This design comes from an exercise in tuning for small area, a short achievable clock period and few clock cycles on the open sky130 flow, not from production work. Where RTL was checked, it was by simulation tests only, not by an equivalence proof against the original. The RTL of runs 1 to 4 was laid out without a check of its function. Power figures rest on the tool's default switching activity, not on a simulated workload.

`design/flow/constraint.sdc`:
```
create_clock -name core_clock -period 20.0 [get_ports {clk_i}]
set_input_delay 4.0000 -clock core_clock [delete_from_list [all_inputs] [get_ports {clk_i}]]
set_output_delay 4.0000 -clock core_clock [all_outputs]
set_load 0.01 [all_outputs]
```
`design/flow/config.mk`:
```
export PLATFORM = sky130hd
export DESIGN_NAME = alu_core
export DESIGN_NICKNAME = alu_core
export VERILOG_FILES = /design/flow/design.v
export SDC_FILE = /design/flow/constraint.sdc
export NUM_CORES = 4
export LEC_CHECK = 0
export ABC_AREA = 1
export CAP_MARGIN = 20
export CORE_MARGIN = 2
export CORE_UTILIZATION = 40
export PLACE_DENSITY = 0.6
export SLEW_MARGIN = 20
```
`design/flow/design.v`:
```
package alu_pkg;
    localparam int WORD_W  = 32;
    localparam int SHAMT_W = 5;
    typedef logic [WORD_W-1:0]   word_t;
    typedef logic [2*WORD_W-1:0] dword_t;
    typedef enum logic [4:0] {
        OP_OR    = 5'd0,
        OP_AND   = 5'd1,
        OP_NOR   = 5'd2,
        OP_XOR   = 5'd3,
        OP_SLL   = 5'd4,
        OP_SRL   = 5'd5,
        OP_SRA   = 5'd6,
        OP_ADD   = 5'd7,
        OP_ADDU  = 5'd8,
        OP_SUB   = 5'd9,
        OP_SUBU  = 5'd10,
        OP_SLT   = 5'd11,
        OP_SLTU  = 5'd12,
        OP_CLZ   = 5'd13,
        OP_CLO   = 5'd14,
        OP_MUL   = 5'd15,
        OP_MULT  = 5'd16,
        OP_MULTU = 5'd17,
        OP_MFHI  = 5'd18,
        OP_MFLO  = 5'd19,
        OP_MTHI  = 5'd20,
        OP_MTLO  = 5'd21
    } alu_op_e;
    typedef enum logic [2:0] {
        RES_LOGIC     = 3'd0,
        RES_SHIFT     = 3'd1,
        RES_MOVE      = 3'd2,
        RES_ARITH     = 3'd3,
        RES_MUL       = 3'd4,
        RES_HILO_ONLY = 3'd5
    } res_class_e;
endpackage
package apb_pkg;
    localparam int APB_ADDR_W = 8;
    typedef logic [APB_ADDR_W-1:0] apb_addr_t;
    localparam apb_addr_t ADDR_OPA    = 8'h00;
    localparam apb_addr_t ADDR_OPB    = 8'h04;
    localparam apb_addr_t ADDR_CMD    = 8'h08;
    localparam apb_addr_t ADDR_RESULT = 8'h0C;
    localparam apb_addr_t ADDR_HI     = 8'h10;
    localparam apb_addr_t ADDR_LO     = 8'h14;
    localparam apb_addr_t ADDR_STATUS = 8'h18;
    localparam int STAT_BUSY    = 0;
    localparam int STAT_OVF     = 1;
    localparam int STAT_ILLEGAL = 2;
endpackage
module alu_add #(parameter int W = 32) (
    input  logic [W-1:0] a,
    input  logic [W-1:0] b,
    input  logic         ci,
    output logic [W-1:0] s,
    output logic         co,
    output logic         cm,   
    output logic [W-1:0] p     
);
    logic [W-1:0] g, gp, pp, g2, p2;
    always_comb begin
        p  = a ^ b;
        g  = a & b;
        g[0] = g[0] | (p[0] & ci);
        gp = g;
        pp = p;
        for (int l = 0; (1 << l) < W; l++) begin
            g2 = gp;
            p2 = pp;
            for (int i = 0; i < W; i++) begin
                if ((i >> l) & 1) begin
                    g2[i] = gp[i] | (pp[i] & gp[((i >> l) << l) - 1]);
                    p2[i] = pp[i] & pp[((i >> l) << l) - 1];
                end
            end
            gp = g2;
            pp = p2;
        end
        s  = p ^ {gp[W-2:0], ci};
        co = gp[W-1];
        cm = gp[W-2];
    end
endmodule
module alu_core (
    input  logic               clk_i,
    input  logic               rst_n_i,
    input  apb_pkg::apb_addr_t paddr_i,
    input  logic               psel_i,
    input  logic               penable_i,
    input  logic               pwrite_i,
    input  alu_pkg::word_t     pwdata_i,
    output alu_pkg::word_t     prdata_o,
    output logic               pready_o,
    output logic               pslverr_o
);
    localparam int K     = 4;           
    localparam int NSTEP = 32 / K;
    localparam int W     = K + 33;      
    logic [31:0] opa_q, opb_q, result_q, hi_q, lo_q;
    logic [4:0]  cmd_q;
    logic        ovf_q, ill_q;
    logic        res_v, hi_v, lo_v;
    logic        xfer_q;       
    logic        pready_q;
    logic        err_q;
    logic        wopa_q, wopb_q, wcmd_q;   
    logic        wcls_q;       
    logic [31:0] prdata_q;
    logic        c_sub, c_shl, c_sra, c_clo, c_mul, c_ml, c_ms;
    logic [4:0]  cmd_s;        
    wire         c_lx     = (cmd_s == 5'd0) || (cmd_s == 5'd3);    
    wire         c_lg     = (cmd_s == 5'd0) || (cmd_s == 5'd1);    
    wire         c_ln     = (cmd_s == 5'd2);                       
    wire         c_add    = (cmd_s >= 5'd7) && (cmd_s <= 5'd10);
    wire         c_slt    = (cmd_s == 5'd11) || (cmd_s == 5'd12);
    wire         c_sltu   = (cmd_s == 5'd12);
    wire         c_sh     = (cmd_s >= 5'd4) && (cmd_s <= 5'd6);
    wire         c_lc     = (cmd_s == 5'd13) || (cmd_s == 5'd14);
    wire         c_mfhi   = (cmd_s == 5'd18);
    wire         c_mflo   = (cmd_s == 5'd19);
    wire         c_mthi   = (cmd_s == 5'd20);
    wire         c_mtlo   = (cmd_s == 5'd21);
    wire         c_ovfchk = (cmd_s == 5'd7) || (cmd_s == 5'd9);
    wire         c_ill    = (cmd_s >= 5'd22);
    wire         c_res    = (cmd_s <= 5'd14) || (cmd_s == 5'd18) || (cmd_s == 5'd19);
    logic [3:0]    cnt_q;      
    logic          mlow_q;     
    logic          sgn_q;
    logic [4:0]    dig_q;      
    logic          run_q;      
    wire       setup   = psel_i & ~penable_i;
    wire [2:0] ix      = paddr_i[4:2];
    wire       inrange = (paddr_i[7:5] == 3'd0) && (paddr_i[1:0] == 2'd0);
    wire       a_rw    = inrange && (ix <= 3'd2);           
    wire       a_ro    = inrange && (ix >= 3'd3) && (ix <= 3'd6);
    wire       s_err   = ~(a_rw | a_ro) | (pwrite_i & a_ro);
    wire       s_wcls  = pwrite_i ? a_rw : (a_ro && (ix != 3'd6));
    wire [4:0] wc      = pwdata_i[4:0];
    wire complete = xfer_q & pready_q;
    wire launch   = complete & wcmd_q;
    wire [31:0] b_eff = opb_q ^ {32{c_sub}};
    wire [31:0] sum;
    wire        cout;
    wire        ovf   = (opa_q[31] == b_eff[31]) && (sum[31] != opa_q[31]);
    wire        lt    = c_sltu ? ~cout : (sum[31] ^ ovf);
    wire [31:0] lx, lg_and;        
    wire [31:0] lg    = ({32{c_lx}} & lx) | ({32{c_lg}} & lg_and) | ({32{c_ln}} & ~(lx | lg_and));
    wire [31:0] lc_in = c_clo ? ~opa_q : opa_q;
    logic [5:0] lc;
    always_comb begin
        lc = 6'd32;
        for (int i = 0; i < 32; i++) if (lc_in[i]) lc = 6'(31 - i);
    end
    logic [31:0] sh_in, sh_out;
    always_comb begin
        for (int i = 0; i < 32; i++) sh_in[i] = c_shl ? opb_q[31 - i] : opb_q[i];
    end
    wire [31:0] sh_r = 32'($signed({c_sra & sh_in[31], sh_in}) >>> opa_q[4:0]);
    always_comb begin
        for (int i = 0; i < 32; i++) sh_out[i] = c_shl ? sh_r[31 - i] : sh_r[i];
    end
    wire [31:0] res_alu = lg
                        | ({32{c_add}} & sum)
                        | {31'd0, c_slt & lt}
                        | ({32{c_sh}} & sh_out)
                        | {26'd0, {6{c_lc}} & lc}
                        | ({32{c_mfhi & hi_v}} & hi_q)
                        | ({32{c_mflo & lo_v}} & lo_q);
    wire cmd_ovf = c_ovfchk & ovf;
    wire          m_start = launch & c_mul;
    wire          m_first = ~run_q;
    wire          m_run   = run_q | m_start;
    wire          m_sgn   = m_first ? c_ms : sgn_q;
    wire          m_low   = m_first ? c_ml : mlow_q;
    wire          m_fix   = (cnt_q == 4'd8);               
    wire          m_last  = m_fix | ((cnt_q == 4'd7) & (m_low | m_sgn));
    function automatic logic [4:0] m_fetch(input logic [31:0] bv, input logic [3:0] j);
        logic [35:0] bx;
        bx = {4'd0, bv};
        m_fetch = {bx[j*4 +: 4], (j == 4'd0) ? 1'b0 : bx[j*4 - 1]};
    endfunction
    wire [4:0]    m_d     = m_first ? (c_ml ? m_fetch(opb_q, 4'd7) : m_fetch(opb_q, 4'd0)) : dig_q;
    wire [3:0]    m_nidx  = m_low ? 4'd6 - cnt_q : cnt_q + 1'b1;
    wire [32:0]   m_a     = {m_run & m_sgn & opa_q[31], opa_q};
    logic [33:0]  m_pp0, m_pp1;
    logic         m_n0, m_n1;
    always_comb begin
        logic one0, two0, one1, two1, i0, i1;
        one0 = m_run ? (m_d[1] ^ m_d[0]) : 1'b1;
        two0 = m_run & ((m_d[2] & ~m_d[1] & ~m_d[0]) | (~m_d[2] & m_d[1] & m_d[0]));
        i0   = m_run & m_d[2];
        m_n0 = m_run ? m_d[2] : c_sub;
        one1 = m_run & (m_d[3] ^ m_d[2]);
        two1 = m_run & ((m_d[4] & ~m_d[3] & ~m_d[2]) | (~m_d[4] & m_d[3] & m_d[2]));
        i1   = m_run & m_d[4];
        m_n1 = i1;
        m_pp0 = (({34{one0}} & {m_a[32], m_a}) | ({34{two0}} & {m_a, 1'b0})) ^ {34{i0}};
        m_pp1 = (({34{one1}} & {m_a[32], m_a}) | ({34{two1}} & {m_a, 1'b0})) ^ {34{i1}};
    end
    localparam int MW = 38;
    wire [MW-1:0] m_acc   = ~m_run  ? MW'(b_eff) :
                            m_first ? '0 :
                            m_low   ? MW'({result_q[27:0], 4'd0}) :
                                      {{(MW-32){hi_q[31]}}, hi_q};
    wire [MW-1:0] m_r0    = {{(MW-34){m_pp0[33]}}, m_pp0};
    wire [MW-1:0] m_r1    = {{(MW-36){m_pp1[33]}}, m_pp1, m_n1, m_n0};
    wire [MW-1:0] m_cx    = m_acc ^ m_r0 ^ m_r1;
    wire [MW-1:0] m_cy    = (m_acc & m_r0) | (m_acc & m_r1) | (m_r0 & m_r1);
    wire [MW-1:0] m_sum;
    wire          m_co, m_cm;
    wire [MW-1:0] m_px;
    alu_add #(.W(MW)) u_madd (.a(m_cx), .b({m_cy[MW-2:0], m_n1}), .ci(m_n1), .s(m_sum), .co(m_co), .cm(m_cm), .p(m_px));
    wire [31:0]   m_shift = {m_sum[3:0], lo_q[31:4]};
    assign sum    = m_sum[31:0];
    assign cout   = m_sum[32];
    assign lx     = m_cx[31:0];
    assign lg_and = m_cy[31:0];
    wire [3:0]    cnt_d   = m_run ? (m_last ? 4'd0 : cnt_q + 1'b1) : 4'd0;
    wire res_we = (launch & c_res & ~cmd_ovf) | (m_run & m_low);
    wire hi_we  = (launch & c_mthi) | (m_run & ~m_low);
    wire lo_we  = (launch & c_mtlo) | (m_run & ~m_low & ~m_fix);
    wire [31:0] res_d = m_run ? m_sum[31:0] : res_alu;
    wire [31:0] hi_d  = m_run ? (m_fix ? m_sum[31:0] : m_sum[35:4]) : opa_q;
    wire [31:0] lo_d  = m_run ? m_shift : opa_q;
    logic [31:0] rd_lo, rd_hi;
    always_comb begin
        case (ix[1:0])
            2'd0: rd_lo = opa_q;
            2'd1: rd_lo = opb_q;
            2'd2: rd_lo = {27'd0, cmd_q};
            default: rd_lo = result_q & {32{res_v}};
        endcase
        case (ix[1:0])
            2'd0: rd_hi = hi_q & {32{hi_v}};
            2'd1: rd_hi = lo_q & {32{lo_v}};
            2'd2: rd_hi = {29'd0, ill_q, ovf_q, 1'b0};
            default: rd_hi = 32'd0;
        endcase
    end
    wire  [31:0] rd_mux = ix[2] ? rd_hi : rd_lo;
    always_ff @(posedge clk_i) begin
        prdata_q <= rd_mux;
        if (res_we) result_q <= res_d;
        if (hi_we)  hi_q     <= hi_d;
        if (lo_we)  lo_q     <= lo_d;
        dig_q  <= m_fetch(opb_q, m_nidx);
        cmd_s  <= wc;
        pready_q <= ~((setup | (xfer_q & ~pready_q)) & s_wcls & run_q);
        err_q  <= s_err;
        wopa_q <= pwrite_i & inrange & (ix == 3'd0);
        wopb_q <= pwrite_i & inrange & (ix == 3'd1);
        wcmd_q <= pwrite_i & inrange & (ix == 3'd2);
        wcls_q <= s_wcls;
        begin
            c_sub    <= (wc == 5'd9) || (wc == 5'd10) || (wc == 5'd11) || (wc == 5'd12);
            c_shl    <= (wc == 5'd4);
            c_sra    <= (wc == 5'd6);
            c_clo    <= (wc == 5'd14);
            c_mul    <= (wc >= 5'd15) && (wc <= 5'd17);
            c_ml     <= (wc == 5'd15);
            c_ms     <= (wc == 5'd15) || (wc == 5'd16);
        end
    end
    always_ff @(posedge clk_i or negedge rst_n_i) begin
        if (!rst_n_i) begin
            opa_q    <= '0;
            opb_q    <= '0;
            cmd_q    <= '0;
            ovf_q    <= 1'b0;
            ill_q    <= 1'b0;
            res_v    <= 1'b0;
            hi_v     <= 1'b0;
            lo_v     <= 1'b0;
            xfer_q   <= 1'b0;
            cnt_q    <= '0;
            run_q    <= 1'b0;
            mlow_q   <= 1'b0;
            sgn_q    <= 1'b0;
        end else begin
            if (setup) begin
                xfer_q <= 1'b1;
            end else if (complete) begin
                xfer_q <= 1'b0;
            end
            if (complete & wopa_q) opa_q <= pwdata_i;
            if (complete & wopb_q) opb_q <= pwdata_i;
            if (res_we) res_v <= 1'b1;
            if (hi_we)  hi_v  <= 1'b1;
            if (lo_we)  lo_v  <= 1'b1;
            if (launch) begin
                cmd_q <= cmd_s;
                ovf_q <= cmd_ovf;
                ill_q <= c_ill;
            end
            cnt_q <= cnt_d;
            run_q <= (cnt_d != '0);
            if (m_start) begin
                mlow_q <= c_ml;
                sgn_q  <= c_ms;
            end
        end
    end
    assign prdata_o  = prdata_q;
    assign pready_o  = pready_q;
    assign pslverr_o = err_q;
endmodule
```
`design/flow/standard.sh`:
```
#!/bin/bash
# synth_recipe.tcl (not shown) runs the flow's synth.tcl, then flattens the netlist and writes it again
# the make line also repeats each setting of config.mk as NAME=value (left out here)
make -C /OpenROAD-flow-scripts/flow DESIGN_CONFIG=/design/flow/config.mk WORK_HOME=/design/flow/orfs CLKGATE_MAP_FILE= SYNTH_SCRIPT=/design/flow/synth_recipe.tcl "${@:-finish}"
```
`design/flow/flow/run.sh`:
```
#!/bin/bash
# The standard layout (standard.sh), with timing repair aimed at a
# shorter achieved period, port buffers of a plain buffer cell, and the
# resizer free to pick any equivalent cell.
set -euo pipefail
bash standard.sh \
    SETUP_SLACK_MARGIN=14.8 \
    MATCH_CELL_FOOTPRINT=0 \
    "BUFFER_PORTS_ARGS=-buffer_cell sky130_fd_sc_hd__buf_4" \
    finish > standard_flow.log 2>&1
```
==> metrics.md, run 1 <==
| Metric | Value |
|---|---|
| Status | `finished clean` |
| Hold worst-path end | `lo_v$_DFFE_PN0P_` |
| Leak | `0.00976 uW` |
| GP Congestion | `1.03` |
| CTS H-tree depth | `1` |
| Met3 wire length | `10700 um` |
| Ranking of synthesized cells by area | `edfxtp_1, nand2_1, dfrtp_1` |
| Reg2Reg Capture Point | `result_q[31]$_DFFE_PP_` |
| Synth Area in XOR/XNOR | `6.76%` |
| Top layer in use | `met4` |
| Worst EP required | `20310 ps` |
| Port bufs | `78` |
| Nets | `2764` |
| Die area | `48400 um^2` |
| Pwr Density | `62.2 nW/um^2` |
| Drt initial violations | `3013` |
| Final worst path period share | `29.5%` |
| R2r startpoint | `run_q$_DFF_PN0_` |
| RSZ-0062 raised after global routing | `true` |
| Slew @ Worst Pin | `1050 ps` |
| HP Class | `reg2reg` |
| Die H | `220 um` |
| Worst-case vdd ir drop | `73.1 uV` |
| Syn nets | `2668` |
| WS Path Type | `reg2reg` |
| Hold wc startpoint | `lo_v$_DFFE_PN0P_` |
| CTS Buf Count | `29` |
| Std cell rows | `79` |
| # fillers | `4684` |
| First-pass GRT wire length | `138000 um` |
| Via/cell ratio | `6.27` |
| EDFF count, synth | `96` |
| Core ar. | `46300 um^2` |
| P&R area growth vs syn | `21.0%` |
| Layout Cells excl Fill | `3271` |
| Clk root buf | `clkbuf_16` |
| Clk_skew | `17.2 ps` |
| Main combinational cell family by area after synthesis | `compound AO/OA/AOI/OAI gates` |
| DR DRC count | `0` |
| CP startpoint kind | `flip-flop` |
| Metal-1 WL | `37800 um` |
| Clk latency of the worst-skew pair | `610 ps` |
| Max Fclk | `0.169 GHz` |
| Post-synthesis average cell area | `7.33 um^2` |
| Post-synthesis cell count | `2545` |
| Simple-Gate Fraction of Synth Area | `17.7%` |
| Mux contribution to synthesized area | `2.26%` |
| Share of the synthesized area in the top cell type | `15.4%` |
| Worst Setup SP | `run_q$_DFF_PN0_` |
| Io pins | `79` |
| Max Cap Violations | `0` |
| CP Data Arrival Time | `6210 ps` |
| Die Span X | `220 um` |
| Path depth of the worst reg2reg path | `38` |
| Final Max Slew Viols | `0` |
| Crit-path slowest cell | `fa_2` |
| WL met2 | `40000 um` |
| #FFs+latches synth | `232` |
| Routed WL per cell | `29.6 um` |
| Asr flop ratio synth | `35.3%` |
| CP Capture Type | `flip-flop` |
| Wirelength, routed | `96900 um` |
| Initial antenna violation count | `1` |
| Clock sinks | `232` |
| Hold Fails Final Rpt | `0` |
| Minimum clock period | `5900 ps` |
| Synth warn | `2` |
| R2r setup slk | `14100 ps` |
| Sequential element share of the synthesized area | `32.2%` |
| 1st-pass router iterations | `7` |
| Starting density of the core | `40.4%` |
| Delay of the slowest critical-path stage | `510 ps` |
| Antenna diode count | `0` |
| Setup Viol. Count Final | `0` |
| CTS clk-pin slew, worst paths | `70 ps` |
| All-Layer GR Usage | `39.9%` |
| Synth cell types | `58` |
| Count of hold-fix buffers inserted at cts | `0` |
| Setup TNS | `0 ps` |
| Vias in the first global route | `19200` |
| Maximum clock path buffer count | `3` |
| Synth Cell Area | `18700 um^2` |
| Post-synth top area cell | `edfxtp_1` |
| Largest net degree at the start of global routing | `94` |
| Crit-path max FO | `8` |
| Worst relative slew slack | `30.0%` |
| DP Cell Count | `3130` |
| Final HPWL DP | `67300 um` |
| Synth Area in Adders | `6.84%` |
| Hold depth | `1` |
| Share of layout cells above drive strength 1 | `15.8%` |
| CTS tree | `built` |
| Compound-gate portion of the synthesized area | `24.7%` |
| Antenna viol nets, final | `0` |
| Gr ovfl total | `0` |
| Via count | `20500` |
| Dominant synthesized flop cell | `edfxtp_1` |
-- critical path: cells and delay by family, from the launching register on --
family,cells,cell delay [ps]
flip-flops,1,390
buffers and inverters,13,1650
multiplexers,1,290
AND/OR/NAND/NOR,16,1400
XOR/XNOR,1,150
AO/OA/AOI/OAI,5,870
adder cells (fa/ha/maj),2,820
-- report_power, final --
part           switching [uW]  internal (uW)
logic                     204            115
registers                11.6            505
clock network             248            321
total                     464            941
-- placed cells by master (no fill, tap or decap), types with 19 or more instances in the layout --
cell type,netlist,layout
o221ai_1,44,44
edfxtp_1,96,96
xnor2_1,64,62
o21ai_0,317,310
fa_1,40,36
dfrtp_1,82,77
inv_1,301,283
dfxtp_1,54,50
clkbuf_16,0,42
buf_4,0,183
xor2_1,80,69
nand3_1,73,71
ha_1,38,31
o22ai_1,130,112
a221oi_1,20,19
a22oi_1,21,21
nand2_1,571,558
a21oi_1,119,112
mux2i_1,41,41
nor2_1,110,100
-- through the flow --
stage               instance area [um^2]  setup WS [ps]  hold WS [ps]  utilization [%]  total power [uW]
floorplan                          18800          14750           438                -               686
global placement                   20000          12550           455             43.1               788
detailed placement                 20000          12450           454             43.2               789
CTS                                22200          14140           471             47.9              1380
global route                       22600          13890           486             48.8              1450
finish                             22600          14100           468             48.8              1410
-- worst max path at each step --
stage                                   endpoint  cells after the start  slack, ps
after floorplan            result_q[0]$_DFFE_PP_                     36      14750
after CTS                  result_q[0]$_DFFE_PP_                     38      14140
after global routing       result_q[0]$_DFFE_PP_                     35      13890
after detailed placement   result_q[0]$_DFFE_PP_                     36      12450
after global placement     result_q[0]$_DFFE_PP_                     36      12550
final                     result_q[31]$_DFFE_PP_                     38      14100
-- state kept, by name, indices dropped and copies added (netlist names), 4 cells and up --
name      count
cmd_q         5
cmd_s         5
cnt_q         4
dig_q         5
hi_q         32
lo_q         32
opa_q        32
opb_q        32
prdata_q     32
result_q     32
-- cells by family (layout without fill, tap and decap cells) --
logic type / count (synthesis) / in the layout
muxes: 42 / 42
xor gates and xnor gates: 144 / 144
adders and majority gates: 78 / 78
buffers and inverters: 471 / 590
and+or+nand+nor: 816 / 816
DFF: 232 / 232
AOI/OAI and AO/OA: 762 / 762
-- repair_timing --
item / CTS / global route
setup endpoints to repair: 119 / 78
pin swaps: 42 / 34
cloned: 14 / 0
setup buffers: 51 / 22
resized for setup: 130 / 53
-- cells in the mapped netlist (all sizes together) (41+ instances only) --
library cell	n
xnor2	64
mux2i	41
dfrtp	82
a21oi	120
xor2	80
edfxtp	96
o22ai	130
inv	309
nand3	75
o21ai	333
nand2	581
dfxtp	54
nor2	112
o221ai	44
clkbuf	128
-- cell type report --
cell class | instances | area [um^2] | area share (%)
multi-input combinational | 1842 | 11500 | 51.0
sequential | 232 | 6030 | 26.7
timing repair buffer | 216 | 2000 | 8.84
inverter | 319 | 1260 | 5.60
clock buffer | 35 | 811 | 3.59
tap | 607 | 759 | 3.36
clock inverter | 19 | 203 | 0.898
timing repair inverter | 1 | 11.3 | 0.0499
-- per-layer routing --
metal	global-route usage, %	up-vias
met4	28.5	0
met2	58.2	1461
met5	0	-
li1	-	8924
met3	7.22	365
met1	53.0	9748
==> inputs of run 2 (changes only) <==
--- a/design/flow/config.mk
+++ b/design/flow/config.mk
@@ -9,5 +9,6 @@
 export CAP_MARGIN = 20
 export CORE_MARGIN = 2
-export CORE_UTILIZATION = 40
-export PLACE_DENSITY = 0.6
+export CORE_UTILIZATION = 60
+export CTS_BUF_LIST = sky130_fd_sc_hd__clkbuf_8
+export PLACE_DENSITY = 0.72
 export SLEW_MARGIN = 20
==> run 2 against run 1 <==
Against the previous run: still clean on timing, DRC and antenna; combinational power decreased by 4%; maximum frequency is 2.3% lower; global-route usage rose by 12 points; design area down 3.8%; synthesized area unchanged; final cell count down 6.8%; clock-buffer cell count is 24 higher; via count rose by 4.2%; sequential share of layout area up 1.0 points; core utilization increased by 22 points; clock skew grew 19 ps; hold slack better by 12 ps; highest routed layer unchanged.
==> metrics.md, run 2 <==
| Metric | Value |
|---|---|
| Crit-path max FO | `8` |
| Count leader, synth | `nand2_1` |
| Setup TNS | `0 ps` |
| RSZ-0062 raised after global routing | `true` |
| CP Data Arrival Time | `6430 ps` |
| Final worst path period share | `30.2%` |
| Share of the synthesized area in the top cell type | `15.4%` |
| Die H | `180 um` |
| CP startpoint kind | `flip-flop` |
| Post-placement cell area | `19700 um^2` |
| NetSw | `446 uW` |
| Reg2Reg Capture Point | `result_q[0]$_DFFE_PP_` |
| Final HPWL DP | `58300 um` |
| Via count | `21400` |
| Dominant synthesized flop cell | `edfxtp_1` |
| Worst Setup SP | `run_q$_DFF_PN0_` |
| Core ar. | `30600 um^2` |
| Largest net degree at the start of global routing | `94` |
| Max Cap Violations | `0` |
| Via/cell ratio | `7.01` |
| Die Span X | `180 um` |
| Count of hold-fix buffers inserted at cts | `0` |
| Die area | `32500 um^2` |
| Ranking of synthesized cells by area | `edfxtp_1, nand2_1, dfrtp_1` |
| R2r setup slk | `13960 ps` |
| Crit-path slowest cell | `fa_2` |
| Clock sinks | `232` |
| Path depth of the worst reg2reg path | `34` |
| Std cell rows | `64` |
| CTS Buf Count | `43` |
| Wirelength, routed | `88000 um` |
| Post-synth top area cell | `edfxtp_1` |
| Initial antenna violation count | `0` |
| Setup crit end | `result_q[0]$_DFFE_PP_` |
| Post-synthesis cell count | `2545` |
| 1st-pass router iterations | `11` |
| Clk latency of the worst-skew pair | `660 ps` |
| Starting density of the core | `61.0%` |
| Pwr Density | `62.0 nW/um^2` |
| Synth cell types | `58` |
| Maximum clock path buffer count | `3` |
| CTS tree | `built` |
| All-Layer GR Usage | `52.1%` |
| Synth warn | `2` |
| First-pass GRT wire length | `126000 um` |
| Cell area after layout | `21700 um^2` |
| CTS H-tree depth | `2` |
| Worst-case vdd ir drop | `73.4 uV` |
| Asr flop ratio synth | `35.3%` |
| HP Class | `reg2reg` |
| P&R area growth vs syn | `16.4%` |
| Clock power share | `38.8%` |
| Minimum clock period | `6040 ps` |
| Hold Fails Final Rpt | `0` |
| Share of power burned in registers | `38.5%` |
| Setup Viol. Count Final | `0` |
| EDFF count, synth | `96` |
| GP Congestion | `1.10` |
| Comb power frac | `22.7%` |
| Most frequent cells after synthesis | `nand2_1, o21ai_0, inv_1` |
| Gr ovfl total | `0` |
| R2r startpoint | `run_q$_DFF_PN0_` |
| Clk_skew | `36.1 ps` |
| Leak | `0.00955 uW` |
| #FFs+latches synth | `232` |
| Clk root buf | `clkbuf_8` |
| Vias in the first global route | `19600` |
| DR DRC count | `0` |
| Share of layout cells above drive strength 1 | `14.3%` |
| Io pins | `79` |
| Worst relative slew slack | `30.2%` |
| WS Path Type | `reg2reg` |
| Delay of the slowest critical-path stage | `580 ps` |
| Total power | `1350 uW` |
| Nets | `2740` |
| Max Fclk | `0.166 GHz` |
| Synth Cell Area | `18700 um^2` |
| Syn nets | `2668` |
| Final Max Slew Viols | `0` |
| Post-synthesis average cell area | `7.33 um^2` |
| Port bufs | `78` |
| Worst EP required | `20390 ps` |
| CTS clk-pin slew, worst paths | `70 ps` |
| Commonest non-fill, non-tap cell in the layout | `nand2_1` |
| Commonest non-fill, non-tap cells in the layout | `nand2_1, o21ai_0, inv_1` |
| Internal power | `900 uW` |
| CP Capture Type | `flip-flop` |
| Switching share of power | `33.2%` |
| Routed WL per cell | `28.9 um` |
| Drt initial violations | `3845` |
| Antenna viol nets, final | `0` |
| Sequential element share of the synthesized area | `32.2%` |
| Status | `finished clean` |
| Slew @ Worst Pin | `1040 ps` |
run 2: cell counts after synthesis:
No cell type changed its count.
run 2: how the worst min path moves through the flow:
stage                      start                end  slack, ps  cells past startpoint
2_1_floorplan  res_v$_DFFE_PN0P_  res_v$_DFFE_PN0P_        440                      2
3_3_place_gp    lo_v$_DFFE_PN0P_   lo_v$_DFFE_PN0P_        450                      1
3_5_place_dp    lo_v$_DFFE_PN0P_   lo_v$_DFFE_PN0P_        460                      1
4_1_cts         lo_v$_DFFE_PN0P_   lo_v$_DFFE_PN0P_        480                      1
5_1_grt         lo_v$_DFFE_PN0P_   lo_v$_DFFE_PN0P_        490                      1
6_report        lo_v$_DFFE_PN0P_   lo_v$_DFFE_PN0P_        480                      1
run 2: cells by family (layout without fill, tap and decap cells):
kind of cell,after synthesis,in the layout,synth area share [%]
AO/OA/AOI/OAI,762,762,24.7
multiplexers,42,42,2.26
AND/OR/NAND/NOR,816,816,17.7
other,0,1,0
XOR/XNOR,144,144,6.76
flip-flops,232,232,32.2
buffers and inverters,471,577,9.50
adder cells (fa/ha/maj),78,78,6.84
run 2: power groups by stage:
| stage | combinational, uW | sequential, uW | clock, uW |
|---|---|---|---|
| floorplan | 163 | 523 | 0 |
| global placement | 249 | 526 | 0 |
| detailed placement | 253 | 526 | 0 |
| CTS | 265 | 517 | 515 |
| global route | 321 | 518 | 539 |
| finish | 306 | 518 | 523 |
run 2: per-layer routing:
metal  vias up  GRT usage, %  wire length, um
met3       587          20.0            15200
li1       8875             -                -
met5         -         0.148                0
met1      9720          65.7            29600
met4         0          40.8             9330
met2      2174          71.0            33900
run 2: worst max-delay path: cells and delay by family (launching register included):
| family | cells | cell delay, ps |
|---|---|---|
| AOI/OAI and AO/OA | 10 | 1620 |
| adders and majority gates | 3 | 1290 |
| and+or+nand+nor | 12 | 1140 |
| buffers and inverters | 7 | 800 |
| DFF | 1 | 400 |
| muxes | 1 | 290 |
| xor gates and xnor gates | 1 | 210 |
run 2: through the flow:
stage	util [%]	hold slack, ps	worst slack, ps	cells
after global placement	64.2	453	13270	2913
final	71.0	480	13960	3048
after CTS	69.3	483	14220	3022
after detailed placement	64.2	464	13170	2913
after global routing	71.0	494	13760	3047
after floorplan	-	438	14750	2545
run 2: layout make-up:
type                            count  area, um^2
Antenna cell                        1        2.50
Clock buffer                       59         812
Clock inverter                     20         144
Fill cell                        2488        8860
Inverter                          319        1260
Multi-Input combinational cell   1842       11400
Sequential cell                   232        6020
Tap cell                          396         495
Timing Repair Buffer              176        1570
Timing Repair inverter              3        30.0
run 2: repair_timing:
action / CTS / global route
gates cloned: 9 / 1
endpoints found under the hold margin: 0 / 0
gates resized for setup: 75 / 66
setup endpoints to repair: 117 / 90
buffers inserted: 21 / 24
pin swaps: 24 / 32
==> inputs of run 3 (changes only) <==
--- a/design/flow/design.v
+++ b/design/flow/design.v
@@ -145,5 +145,5 @@
     wire        cout;
     wire        ovf   = (opa_q[31] == b_eff[31]) && (sum[31] != opa_q[31]);
-    wire        lt    = c_sltu ? ~cout : (sum[31] ^ ovf);
+    wire        lt    = c_sltu ? ~cout : ((opa_q[31] ^ opb_q[31]) ? opa_q[31] : sum[31]);
     wire [31:0] lx, lg_and;        
     wire [31:0] lg    = ({32{c_lx}} & lx) | ({32{c_lg}} & lg_and) | ({32{c_ln}} & ~(lx | lg_and));
==> run 3 against run 2 <==
Against the previous run: still clean; maximum frequency rose by 3.5%; die area grew 0.22%; global-route usage increased by 2.9 points; via count rose by 4.1%; register-to-register slack better by 200 ps; wire length grew 6.7%; synthesized area rose by 0.23%; largest cell class unchanged.
==> metrics.md, run 3 <==
| Metric | Value |
|---|---|
| Worst relative slew slack | `20.7%` |
| Io pins | `79` |
| Leak | `0.00973 uW` |
| Share of layout cells above drive strength 1 | `15.5%` |
| Post-synth top area cell | `edfxtp_1` |
| GP Congestion | `1.06` |
| Synth warn | `2` |
| Routed WL per cell | `30.5 um` |
| Count of hold-fix buffers inserted at cts | `0` |
| Clk_skew | `36.1 ps` |
| Syn nets | `2671` |
| Die Span X | `181 um` |
| Worst EP required | `20320 ps` |
| Most frequent cells after synthesis | `nand2_1, o21ai_0, inv_1` |
| Status | `finished clean` |
| All-Layer GR Usage | `55.0%` |
| Synth Cell Area | `18700 um^2` |
| Setup TNS | `0 ps` |
| HP Class | `reg2reg` |
| Met1 usage | `66.2%` |
| Hold Fails Final Rpt | `0` |
| Wirelength, routed | `93900 um` |
| CTS tree | `built` |
| # fillers | `2332` |
| Compound-gate portion of the synthesized area | `25.0%` |
| Post-synthesis average cell area | `7.34 um^2` |
| CP startpoint kind | `flip-flop` |
| CTS H-tree depth | `2` |
| Max Fclk | `0.171 GHz` |
| First-pass GRT wire length | `132000 um` |
| Via/cell ratio | `7.23` |
| Final HPWL DP | `61500 um` |
| Asr flop ratio synth | `35.3%` |
| CTS Buf Count | `41` |
| Core ar. | `30700 um^2` |
| DR DRC count | `0` |
| Share of the synthesized area in the top cell type | `15.4%` |
| Via count | `22200` |
| Post-synthesis cell count | `2548` |
| Final Max Slew Viols | `0` |
| Clock sinks | `232` |
| 1st-pass router iterations | `12` |
| WS Path Type | `reg2reg` |
| RSZ-0062 raised after global routing | `true` |
| Gr ovfl total | `0` |
| Ranking of synthesized cells by area | `edfxtp_1, nand2_1, dfrtp_1` |
| Maximum clock path buffer count | `3` |
| Vias in the first global route | `20600` |
| #FFs+latches synth | `232` |
| Simple-Gate Fraction of Synth Area | `17.4%` |
| Final worst path period share | `29.2%` |
| Synth cell types | `60` |
| Drt initial violations | `4813` |
| Initial antenna violation count | `4` |
| Setup Viol. Count Final | `0` |
| Commonest non-fill, non-tap cell in the layout | `nand2_1` |
| EDFF count, synth | `96` |
| Mux contribution to synthesized area | `2.20%` |
| Gr busiest metal | `met2` |
| Commonest non-fill, non-tap cells in the layout | `nand2_1, o21ai_0, inv_1` |
| Synth Area in XOR/XNOR | `6.83%` |
| Die H | `181 um` |
| Dominant synthesized flop cell | `edfxtp_1` |
| Clk latency of the worst-skew pair | `590 ps` |
| Max Cap Violations | `0` |
| Starting density of the core | `61.0%` |
| CP Capture Type | `flip-flop` |
| CP Data Arrival Time | `6160 ps` |
| Clk root buf | `clkbuf_8` |
| P&R area growth vs syn | `18.1%` |
| Antenna viol nets, final | `0` |
| Minimum clock period | `5830 ps` |
| Crit-path max FO | `16` |
| Main combinational cell family by area after synthesis | `compound AO/OA/AOI/OAI gates` |
| Pwr Density | `59.4 nW/um^2` |
| Synth Area in Adders | `6.82%` |
| Post-placement cell area | `19700 um^2` |
| Nets | `2763` |
| Cell area after layout | `22100 um^2` |
| Largest net degree at the start of global routing | `83` |
| Std cell rows | `64` |
| Sequential element share of the synthesized area | `32.2%` |
| CTS clk-pin slew, worst paths | `70 ps` |
| Worst-case vdd ir drop | `72.8 uV` |
| Count leader, synth | `nand2_1` |
| Slew @ Worst Pin | `1190 ps` |
| Met3 usage | `22.9%` |
| GRT met2 Usage | `77.3%` |
| Port bufs | `78` |
| Die area | `32600 um^2` |
[run 3: metal layers]
layer | part of all wire [%] | routed length [um] | up-vias
li1 | - | - | 8939
met2 | 39 | 36400 | 2448
met3 | 18 | 16900 | 870
met1 | 32 | 29700 | 9974
met5 | 0.12 | 110 | -
met4 | 11 | 10800 | 8
[run 3: per-stage QoR]
| step | setup slack (ps) | power [uW] | std cells | util, % | hold WS, ps |
|---|---|---|---|---|---|
| 2_1_floorplan | 14810 | 685 | 2548 | - | 438 |
| 3_3_place_gp | 12860 | 776 | 2910 | 64.1 | 452 |
| 3_5_place_dp | 12750 | 780 | 2910 | 64.1 | 455 |
| 4_1_cts | 14510 | 1240 | 3038 | 69.9 | 493 |
| 5_1_grt | 14070 | 1340 | 3070 | 72.0 | 485 |
| 6_report | 14170 | 1310 | 3074 | 72.0 | 487 |
[run 3: area by class of cell]
cell class,instances,area [um^2],area share (%)
repair inverters,1,11.3,0.0510
well taps,396,495,2.24
clock buffers,50,688,3.12
multi-input cells,1843,11600,52.4
flip-flops and latches,232,6030,27.3
inverters,317,1270,5.73
repair buffers,204,1870,8.48
diodes,5,12.5,0.0566
clock inverters,26,140,0.634
[run 3: cells by family after synthesis]
group | after synthesis
AND/OR/NAND/NOR | 803
multiplexers | 41
buffers and inverters | 475
flip-flops | 232
AO/OA/AOI/OAI | 773
XOR/XNOR | 146
adder cells (fa/ha/maj) | 78
[run 3: worst paths after layout]
check	startpoint	endpoint	slack (ps)	cells past startpoint
min in group asynchronous	rst_n_i	opa_q[22]$_DFFE_PN0P_	3460	1
max reg2reg	mlow_q$_DFFE_PN0P_	result_q[0]$_DFFE_PP_	14170	26
max	mlow_q$_DFFE_PN0P_	result_q[0]$_DFFE_PP_	14170	26
min	lo_v$_DFFE_PN0P_	lo_v$_DFFE_PN0P_	490	1
max in group asynchronous	rst_n_i	opb_q[1]$_DFFE_PN0P_	15980	1
min reg2reg	lo_v$_DFFE_PN0P_	lo_v$_DFFE_PN0P_	490	1
[run 3: critical path: stages (launching register included)]
cell and delay, ps:
dfrtp_1 520, nand2_1 380, nand2_8 310, buf_4 270, nand2_4 270, o22ai_1 310
fa_1 520, inv_2 120, ha_4 210, a21oi_2 150, nor2_1 60, nor2_1 140
nor2_1 60, nor2_2 190, o21bai_2 120, a21oi_2 190, o21bai_2 110, a21oi_2 200
o21ai_4 100, fa_2 580, o21ai_1 70, a211oi_2 200, nand4_1 160, a21oi_2 160
nand2_1 60, nand2_1 50, nand2_1 40
[run 3: power breakdown]
group / leakage, uW / internal (uW) / switching, uW
sequential: 0.00218 / 505 / 13.8
clock: 0.000487 / 240 / 228
combinational: 0.00707 / 115 / 210
[run 3: timing repair]
item | 4_1_cts | 5_1_grt
gates resized for setup | 109 | 87
pin swaps | 34 | 37
endpoints found under the setup margin | 129 | 85
gates cloned | 10 | 2
setup buffers | 42 | 29
==> inputs of run 4 (changes only) <==
--- a/design/flow/config.mk
+++ b/design/flow/config.mk
@@ -6,5 +6,4 @@
 export NUM_CORES = 4
 export LEC_CHECK = 0
-export ABC_AREA = 1
 export CAP_MARGIN = 20
 export CORE_MARGIN = 2
==> run 4 against run 3 <==
Against the previous run: via count down 9.2%; synthesized cell count shrank 14%; first-iteration DRC count decreased by 23%; clock skew is 15 ps higher; wire length fell by 6.4%; combinational power rose by 36%; largest power group unchanged; sequential power rose by 3%.
==> metrics.md, run 4 <==
| Metric | Value |
|---|---|
| Final HPWL DP | `54800 um` |
| Clk_skew | `50.8 ps` |
| Vias in the first global route | `19000` |
| Dominant synthesized flop cell | `edfxtp_1` |
| WS Path Type | `reg2reg` |
| Sequential element share of the synthesized area | `31.2%` |
| Nets | `2385` |
| Final WS setup | `13860 ps` |
| Final worst path period share | `30.7%` |
| Worst relative slew slack | `11.7%` |
| Io pins | `79` |
| Routed WL per cell | `32.6 um` |
| Share of the synthesized area in the top cell type | `15.0%` |
| EDFF count, synth | `96` |
| Slew @ Worst Pin | `1310 ps` |
| Ranking of synthesized cells by area | `edfxtp_1, dfrtp_1, mux2i_1` |
| CP startpoint kind | `flip-flop` |
| Count leader, synth | `nand2_1` |
| Port bufs | `78` |
| Clk latency of the worst-skew pair | `610 ps` |
| Die H | `183 um` |
| Core Util, Final | `71.4%` |
| Post-synth top area cell | `edfxtp_1` |
| 1st-pass router iterations | `10` |
| Wirelength, routed | `87900 um` |
| CTS H-tree depth | `2` |
| Final Max Slew Viols | `0` |
| Syn nets | `2324` |
| P&R area growth vs syn | `17.1%` |
| Post-synthesis average cell area | `8.76 um^2` |
| Core ar. | `31600 um^2` |
| GP Congestion | `1.04` |
| Layout Cells excl Fill | `2698` |
| Setup Viol. Count Final | `0` |
| Via/cell ratio | `7.48` |
| CTS Buf Count | `41` |
| All-Layer GR Usage | `51.1%` |
| Starting density of the core | `60.9%` |
| Synth cell types | `74` |
| Synth Cell Area | `19300 um^2` |
| Delay of the slowest critical-path stage | `570 ps` |
| Initial antenna violation count | `5` |
| Die area | `33600 um^2` |
| Die Span X | `183 um` |
| Via count | `20200` |
| Commonest non-fill, non-tap cell in the layout | `nand2_1` |
| RSZ-0062 raised after global routing | `true` |
| Post-synthesis cell count | `2201` |
| Setup TNS | `0 ps` |
| DP Cell Count | `2549` |
| Asr flop ratio synth | `35.3%` |
| Status | `finished clean` |
| Most frequent cells after synthesis | `nand2_1, o21ai_0, clkbuf_1` |
| DR DRC count | `0` |
| DP Worst Slack | `13290 ps` |
| Count of hold-fix buffers inserted at cts | `0` |
| Worst-case vdd ir drop | `71.6 uV` |
| HP Class | `reg2reg` |
| Commonest non-fill, non-tap cells in the layout | `nand2_1, buf_4, o21ai_0` |
| Antenna viol nets, final | `0` |
| Largest net degree at the start of global routing | `83` |
| Leak | `0.00918 uW` |
| Gr ovfl total | `0` |
| Synth warn | `2` |
| Max Fclk | `0.163 GHz` |
| Max Cap Violations | `0` |
| Std cell rows | `65` |
| First-pass GRT wire length | `124000 um` |
| Most used cell along the critical path | `buf_6` |
| Maximum clock path buffer count | `3` |
| Hold Fails Final Rpt | `0` |
| CP Capture Type | `flip-flop` |
| Worst EP required | `20300 ps` |
| Minimum clock period | `6150 ps` |
| Drt initial violations | `3697` |
| Clock sinks | `232` |
| #FFs+latches synth | `232` |
| R2r setup slk | `13860 ps` |
| Pwr Density | `64.4 nW/um^2` |
| CP Data Arrival Time | `6440 ps` |
| Crit-path slowest cell | `fa_1` |
| Clk root buf | `clkbuf_8` |
| CTS tree | `built` |
| Crit-path max FO | `16` |
| CTS clk-pin slew, worst paths | `60 ps` |
| Share of layout cells above drive strength 1 | `22.4%` |
[run 4: cell types whose count changed in the layout (fill, tap and decap cells not counted), moves of 24 or more]
| cell | delta |
|---|---|
| nand2_1 | -316 |
| inv_1 | -203 |
| o21ai_0 | -170 |
| mux2_2 | +89 |
| o22ai_1 | -85 |
| mux2i_1 | +84 |
| a22oi_1 | +67 |
| nor2_1 | +42 |
| a21oi_1 | +39 |
| mux4_2 | +28 |
| o221ai_1 | -28 |
| a222oi_1 | +26 |
| a21o_1 | +24 |
[run 4: per-layer routing]
layer  routed length, um  up-vias  share of wire (%)  GRT usage [%]
li1                    -     8203                  -              -
met3               14900      596                 17           20.5
met1               29200     9367                 33           62.8
met5                 158        -               0.18           3.11
met4                9470       10                 11           40.2
met2               34300     2012                 39           70.9
[run 4: kinds of logic (layout without fill, tap and decap cells)]
kind of cell,after synthesis,count (layout),share of synthesized area (%)
AO/OA/AOI/OAI,644,647,21.8
XOR/XNOR,141,141,6.44
adder cells (fa/ha/maj),78,78,6.62
buffers and inverters,290,378,5.76
flip-flops,232,232,31.2
multiplexers,244,244,15.1
other,0,2,0
AND/OR/NAND/NOR,572,574,13.2
[run 4: path summary, 6_finish.rpt]
| path | from | end | cells after the start |
|---|---|---|---|
| setup / recovery | c_ml$_DFF_P_ | result_q[25]$_DFFE_PP_ | 26 |
| hold / removal | cmd_q[1]$_DFFE_PN0P_ | cmd_q[1]$_DFFE_PN0P_ | 2 |
| setup reg to reg | c_ml$_DFF_P_ | result_q[25]$_DFFE_PP_ | 26 |
| hold reg to reg | cmd_q[1]$_DFFE_PN0P_ | cmd_q[1]$_DFFE_PN0P_ | 2 |
| max in group asynchronous | rst_n_i | opb_q[0]$_DFFE_PN0P_ | 2 |
| min in group asynchronous | rst_n_i | opb_q[21]$_DFFE_PN0P_ | 1 |
[run 4: worst max-delay path, delay by kind of cell, from the launching register on]
family	cells	cell delay [ps]
compound gates	11	2230
buf+inv	8	1120
fa+ha+maj	2	770
simple gates	2	630
flops	1	440
xor+xnor	2	360
mux	1	270
[run 4: cell type report]
class | instances | area (um^2)
repair buffers | 209 | 1940
clock inverters | 23 | 154
fillers | 2389 | 9050
flip-flops and latches | 232 | 6040
well taps | 402 | 503
clock buffers | 52 | 716
multi-input cells | 1684 | 12900
inverters | 94 | 357
diodes | 2 | 5.00
[run 4: power by group]
part / internal, uW / switching, uW / total [uW]
Combinational: 174 / 268 / 443
Sequential: 509 / 26.6 / 536
Clock: 260 / 216 / 476
[run 4: what timing repair did]
item,in CTS,in global routing
buffers inserted,40,18
cloned,10,3
gates resized for setup,106,47
setup endpoints to repair,120,79
pin swaps,38,22
[run 4: per-stage QoR]
step	power, uW	hold slack [ps]	cell area, um^2
finish	1450	490	22600
global route	1490	512	22600
CTS	1410	488	22100
detailed placement	907	474	20300
global placement	901	461	20300
floorplan	776	445	19400
==> inputs of run 5 (changes only) <==
--- a/design/flow/design.v
+++ b/design/flow/design.v
@@ -111,7 +111,6 @@
     logic        c_sub, c_shl, c_sra, c_clo, c_mul, c_ml, c_ms;
     logic [4:0]  cmd_s;        
-    wire         c_lx     = (cmd_s == 5'd0) || (cmd_s == 5'd3);    
-    wire         c_lg     = (cmd_s == 5'd0) || (cmd_s == 5'd1);    
-    wire         c_ln     = (cmd_s == 5'd2);                       
+    wire  [3:0]  c_lut  = (cmd_s == 5'd0) ? 4'b1110 : (cmd_s == 5'd1) ? 4'b1000 :
+                          (cmd_s == 5'd2) ? 4'b0001 : (cmd_s == 5'd3) ? 4'b0110 : 4'b0000;
     wire         c_add    = (cmd_s >= 5'd7) && (cmd_s <= 5'd10);
     wire         c_slt    = (cmd_s == 5'd11) || (cmd_s == 5'd12);
@@ -142,10 +141,13 @@
     wire launch   = complete & wcmd_q;
     wire [31:0] b_eff = opb_q ^ {32{c_sub}};
-    wire [31:0] sum;
-    wire        cout;
-    wire        ovf   = (opa_q[31] == b_eff[31]) && (sum[31] != opa_q[31]);
-    wire        lt    = c_sltu ? ~cout : ((opa_q[31] ^ opb_q[31]) ? opa_q[31] : sum[31]);
-    wire [31:0] lx, lg_and;        
-    wire [31:0] lg    = ({32{c_lx}} & lx) | ({32{c_lg}} & lg_and) | ({32{c_ln}} & ~(lx | lg_and));
+    wire [31:0] sum, pab;
+    wire        cout, c31;
+    alu_add #(.W(32)) u_add (.a(opa_q), .b(b_eff), .ci(c_sub), .s(sum), .co(cout), .cm(c31), .p(pab));
+    wire        ovf   = cout ^ c31;
+    wire        lt    = c_sltu ? ~cout : (sum[31] ^ ovf);
+    logic [31:0] lg;
+    always_comb begin
+        for (int i = 0; i < 32; i++) lg[i] = c_lut[{opa_q[i], opb_q[i]}];
+    end
     wire [31:0] lc_in = c_clo ? ~opa_q : opa_q;
     logic [5:0] lc;
@@ -184,23 +186,20 @@
     wire [4:0]    m_d     = m_first ? (c_ml ? m_fetch(opb_q, 4'd7) : m_fetch(opb_q, 4'd0)) : dig_q;
     wire [3:0]    m_nidx  = m_low ? 4'd6 - cnt_q : cnt_q + 1'b1;
-    wire [32:0]   m_a     = {m_run & m_sgn & opa_q[31], opa_q};
+    wire [32:0]   m_a     = {m_sgn & opa_q[31], opa_q};
     logic [33:0]  m_pp0, m_pp1;
     logic         m_n0, m_n1;
     always_comb begin
-        logic one0, two0, one1, two1, i0, i1;
-        one0 = m_run ? (m_d[1] ^ m_d[0]) : 1'b1;
-        two0 = m_run & ((m_d[2] & ~m_d[1] & ~m_d[0]) | (~m_d[2] & m_d[1] & m_d[0]));
-        i0   = m_run & m_d[2];
-        m_n0 = m_run ? m_d[2] : c_sub;
-        one1 = m_run & (m_d[3] ^ m_d[2]);
-        two1 = m_run & ((m_d[4] & ~m_d[3] & ~m_d[2]) | (~m_d[4] & m_d[3] & m_d[2]));
-        i1   = m_run & m_d[4];
-        m_n1 = i1;
-        m_pp0 = (({34{one0}} & {m_a[32], m_a}) | ({34{two0}} & {m_a, 1'b0})) ^ {34{i0}};
-        m_pp1 = (({34{one1}} & {m_a[32], m_a}) | ({34{two1}} & {m_a, 1'b0})) ^ {34{i1}};
+        logic one0, two0, one1, two1;
+        one0 = m_d[1] ^ m_d[0];
+        two0 = (m_d[2] & ~m_d[1] & ~m_d[0]) | (~m_d[2] & m_d[1] & m_d[0]);
+        m_n0 = m_d[2];
+        one1 = m_d[3] ^ m_d[2];
+        two1 = (m_d[4] & ~m_d[3] & ~m_d[2]) | (~m_d[4] & m_d[3] & m_d[2]);
+        m_n1 = m_d[4];
+        m_pp0 = (({34{one0}} & {m_a[32], m_a}) | ({34{two0}} & {m_a, 1'b0})) ^ {34{m_n0}};
+        m_pp1 = (({34{one1}} & {m_a[32], m_a}) | ({34{two1}} & {m_a, 1'b0})) ^ {34{m_n1}};
     end
     localparam int MW = 38;
-    wire [MW-1:0] m_acc   = ~m_run  ? MW'(b_eff) :
-                            m_first ? '0 :
+    wire [MW-1:0] m_acc   = m_first ? '0 :
                             m_low   ? MW'({result_q[27:0], 4'd0}) :
                                       {{(MW-32){hi_q[31]}}, hi_q};
@@ -214,8 +213,4 @@
     alu_add #(.W(MW)) u_madd (.a(m_cx), .b({m_cy[MW-2:0], m_n1}), .ci(m_n1), .s(m_sum), .co(m_co), .cm(m_cm), .p(m_px));
     wire [31:0]   m_shift = {m_sum[3:0], lo_q[31:4]};
-    assign sum    = m_sum[31:0];
-    assign cout   = m_sum[32];
-    assign lx     = m_cx[31:0];
-    assign lg_and = m_cy[31:0];
     wire [3:0]    cnt_d   = m_run ? (m_last ? 4'd0 : cnt_q + 1'b1) : 4'd0;
     wire res_we = (launch & c_res & ~cmd_ovf) | (m_run & m_low);
--- a/design/flow/config.mk
+++ b/design/flow/config.mk
@@ -6,4 +6,5 @@
 export NUM_CORES = 4
 export LEC_CHECK = 0
+export ABC_AREA = 1
 export CAP_MARGIN = 20
 export CORE_MARGIN = 2
==> run 5 against run 4 <==
Against the previous run: clock skew decreased by 23 ps; combinational power increased by 13%; still clean; design area increased by 1.6%; register-to-register slack improved by 810 ps; total power increased by 5.5%; hold slack got worse by 16 ps; critical path depth increased by 5; clock-buffer cell count decreased by 3; non-clock buffer count decreased by 43; synthesized cell count increased by 29%; sequential power decreased by 3%; setup slack improved by 810 ps.
==> metrics.md, run 5 <==
| Metric | Value |
|---|---|
| Status | `finished clean` |
| Leak | `0.0103 uW` |
| Initial antenna violation count | `2` |
| Crit-path slowest cell | `dfrtp_2` |
| GP Congestion | `1.08` |
| Antenna viol nets, final | `0` |
| Commonest non-fill, non-tap cells in the layout | `nand2_1, o21ai_0, inv_1` |
| Synth warn | `3` |
| Delay of the slowest critical-path stage | `520 ps` |
| Via/cell ratio | `6.86` |
| Share of power burned in registers | `34.0%` |
| Clock sinks | `232` |
| Max Cap Violations | `0` |
| Die Span X | `187 um` |
| Final worst path period share | `26.7%` |
| Final HPWL DP | `62800 um` |
| Worst relative slew slack | `20.3%` |
| EDFF count, synth | `96` |
| CP startpoint kind | `flip-flop` |
| Pwr Density | `66.9 nW/um^2` |
| Final Max Slew Viols | `0` |
| Synth cell types | `63` |
| Gr ovfl total | `0` |
| Worst-case vdd ir drop | `83.3 uV` |
| Vias in the first global route | `20600` |
| CP Data Arrival Time | `5720 ps` |
| Clk_skew | `28.1 ps` |
| Share of layout cells above drive strength 1 | `11.6%` |
| Syn nets | `2989` |
| Synth Cell Area | `20200 um^2` |
| Die H | `187 um` |
| Share of the synthesized area in the top cell type | `14.3%` |
| First-pass GRT wire length | `127000 um` |
| CTS H-tree depth | `2` |
| Slew @ Worst Pin | `1170 ps` |
| Hold Fails Final Rpt | `0` |
| NetSw | `576 uW` |
| RSZ-0062 raised after global routing | `true` |
| #FFs+latches synth | `232` |
| Clock power share | `33.5%` |
| 1st-pass router iterations | `12` |
| Via count | `23000` |
| Worst EP required | `20390 ps` |
| Core ar. | `33400 um^2` |
| Largest net degree at the start of global routing | `97` |
| Clk latency of the worst-skew pair | `640 ps` |
| Io pins | `79` |
| Switching share of power | `37.5%` |
| DR DRC count | `0` |
| CP Capture Type | `flip-flop` |
| Comb power frac | `32.5%` |
| All-Layer GR Usage | `47.9%` |
| Asr flop ratio synth | `35.3%` |
| Routed WL per cell | `26.7 um` |
| Wirelength, routed | `89500 um` |
| CTS clk-pin slew, worst paths | `60 ps` |
| Commonest non-fill, non-tap cell in the layout | `nand2_1` |
| Most used cell along the critical path | `inv_1` |
| Post-synth top area cell | `edfxtp_1` |
| Max Fclk | `0.188 GHz` |
| DP Cell Count | `3229` |
| Maximum clock path buffer count | `3` |
| DP Worst Slack | `13470 ps` |
| Most frequent cells after synthesis | `nand2_1, o21ai_0, inv_1` |
| HP Class | `reg2reg` |
| P&R area growth vs syn | `13.7%` |
| Sequential element share of the synthesized area | `29.8%` |
| Post-synthesis average cell area | `7.13 um^2` |
| Nets | `3032` |
| WS Path Type | `reg2reg` |
| Dominant synthesized flop cell | `edfxtp_1` |
| Minimum clock period | `5330 ps` |
| Setup TNS | `0 ps` |
| CTS tree | `built` |
| Std cell rows | `67` |
| Count leader, synth | `nand2_1` |
| Crit-path max FO | `17` |
| Ranking of synthesized cells by area | `edfxtp_1, nand2_1, dfrtp_1` |
| Die area | `35100 um^2` |
| Setup Viol. Count Final | `0` |
| Layout Cells excl Fill | `3356` |
| Starting density of the core | `60.5%` |
| Post-synthesis cell count | `2832` |
| Port bufs | `78` |
| Drt initial violations | `4346` |
| CTS Buf Count | `42` |
| Clk root buf | `clkbuf_8` |
| Internal power | `959 uW` |
| Final WS setup | `14670 ps` |
run 5: cell count changes in the layout (fill, tap and decap cells not counted), sizes merged, moves of 39 or more:
cell / before / now
a22oi: 90 / 12
buf: 199 / 160
inv: 105 / 317
mux2: 89 / 1
mux2i: 127 / 40
nand2: 236 / 638
nand3: 54 / 125
o21ai: 167 / 381
o22ai: 36 / 117
xnor2: 81 / 42
xor2: 60 / 108
run 5: layout make-up:
class / instances / area, um^2
multi-input cells: 2108 / 12700
well taps: 448 / 561
inverters: 322 / 1270
diodes: 1 / 2.50
repair buffers: 166 / 1490
flip-flops and latches: 232 / 6030
clock buffers: 49 / 674
clock inverters: 27 / 245
repair inverters: 3 / 23.8
fillers: 2765 / 10400
run 5: cells by family (layout without fill, tap and decap cells):
kind of cell	count (synthesis)	in the layout	synth area share [%]
adders and majority gates	112	112	8.58
AOI/OAI and AO/OA	855	855	24.4
and+or+nand+nor	950	950	19.4
muxes	41	41	2.04
DFF	232	232	29.8
other	0	1	0
xor gates and xnor gates	150	150	6.51
buffers and inverters	492	567	9.25
run 5: routing by layer:
metal	vias up	track usage [%]	wire length [um]	share of wire, %
met3	541	18.2	14800	16
met2	2140	68.1	35400	40
met1	10600	63.4	32400	36
met4	4	24.8	6860	7.7
li1	9776	-	-	-
met5	-	0	63	0.070
run 5: per-stage QoR:
| step | hold WS (ps) | total power, uW | utilization [%] | area, um^2 |
|---|---|---|---|---|
| after floorplan | 440 | 809 | - | 20200 |
| after global placement | 456 | 943 | 63.1 | 21100 |
| after detailed placement | 456 | 953 | 63.1 | 21100 |
| after CTS | 474 | 1460 | 67.0 | 22400 |
| after global routing | 497 | 1580 | 68.8 | 22900 |
| final | 474 | 1530 | 68.8 | 22900 |
run 5: timing repair:
item                       CTS  global route
setup endpoints to repair  112            82
setup buffers               14            27
gates resized for setup     44            64
gates cloned                 5             4
hold buffers                 0             0
pin swaps                    7            20
run 5: final timing paths:
kind,start,endpoint,slack [ps],cells after the start
max,opb_q[30]$_DFFE_PN0P_,hi_q[31]$_DFFE_PP_,14670,31
min,lo_v$_DFFE_PN0P_,lo_v$_DFFE_PN0P_,470,1
max reg2reg,opb_q[30]$_DFFE_PN0P_,hi_q[31]$_DFFE_PP_,14670,31
min reg2reg,lo_v$_DFFE_PN0P_,lo_v$_DFFE_PN0P_,470,1
max in group asynchronous,rst_n_i,opb_q[30]$_DFFE_PN0P_,15650,2
min in group asynchronous,rst_n_i,lo_v$_DFFE_PN0P_,3320,1
run 5: critical path: cells and delay by family (launching register included):
| family | cells | cell delay, ps |
|---|---|---|
| adder cells (fa/ha/maj) | 2 | 830 |
| AND/OR/NAND/NOR | 11 | 1320 |
| AO/OA/AOI/OAI | 7 | 1080 |
| buffers and inverters | 10 | 1170 |
| XOR/XNOR | 1 | 180 |
| flip-flops | 1 | 520 |
run 5: power by group through the flow:
stage	combinational [uW]	clock (uW)	sequential [uW]
floorplan	287	0	522
global placement	414	0	529
detailed placement	424	0	529
CTS	435	508	520
global route	527	529	521
finish	499	514	522
Testbench counts of run 5, summed over its fixed seeds: cycles 156,718.

port drivers added, routing unchanged:
In the flow no input, the clock included, has a driving cell. The finished layouts below were timed again as built, in two steps. Step 1 assumes that a clkbuf_16 drives the clock port and a buf_2 every other input. Step 2 times the ports against the registers' clock, not the clock port: input delays grow and output delays shrink by t, the midpoint of the rising clock arrivals with the driver on. a / b / c = ideal / step 1 / step 2; a / b = the first two.
| run | t (ns) | setup WS [ns] | clock arrival spread, ns | worst slew at a driven data input, ns |
|---|---|---|---|---|
| run 1 | 0.663 | 14.098 / 14.098 / 14.098 | 0.017 / 0.017 | 0.05 |
| run 2 | 0.697 | 13.962 / 13.962 / 13.962 | 0.036 / 0.036 | 0.06 |
| run 3 | 0.621 | 14.165 / 14.165 / 14.165 | 0.036 / 0.036 | 0.05 |
| run 4 | 0.639 | 13.855 / 13.855 / 13.855 | 0.051 / 0.051 | 0.05 |
| run 5 | 0.681 | 14.669 / 14.669 / 14.117 | 0.028 / 0.028 | 0.04 |
After both steps every run listed still meets setup and hold. The setup slack of run 5, which loses most, moves by 0.000 ns with the drivers and by -0.552 ns with both steps.
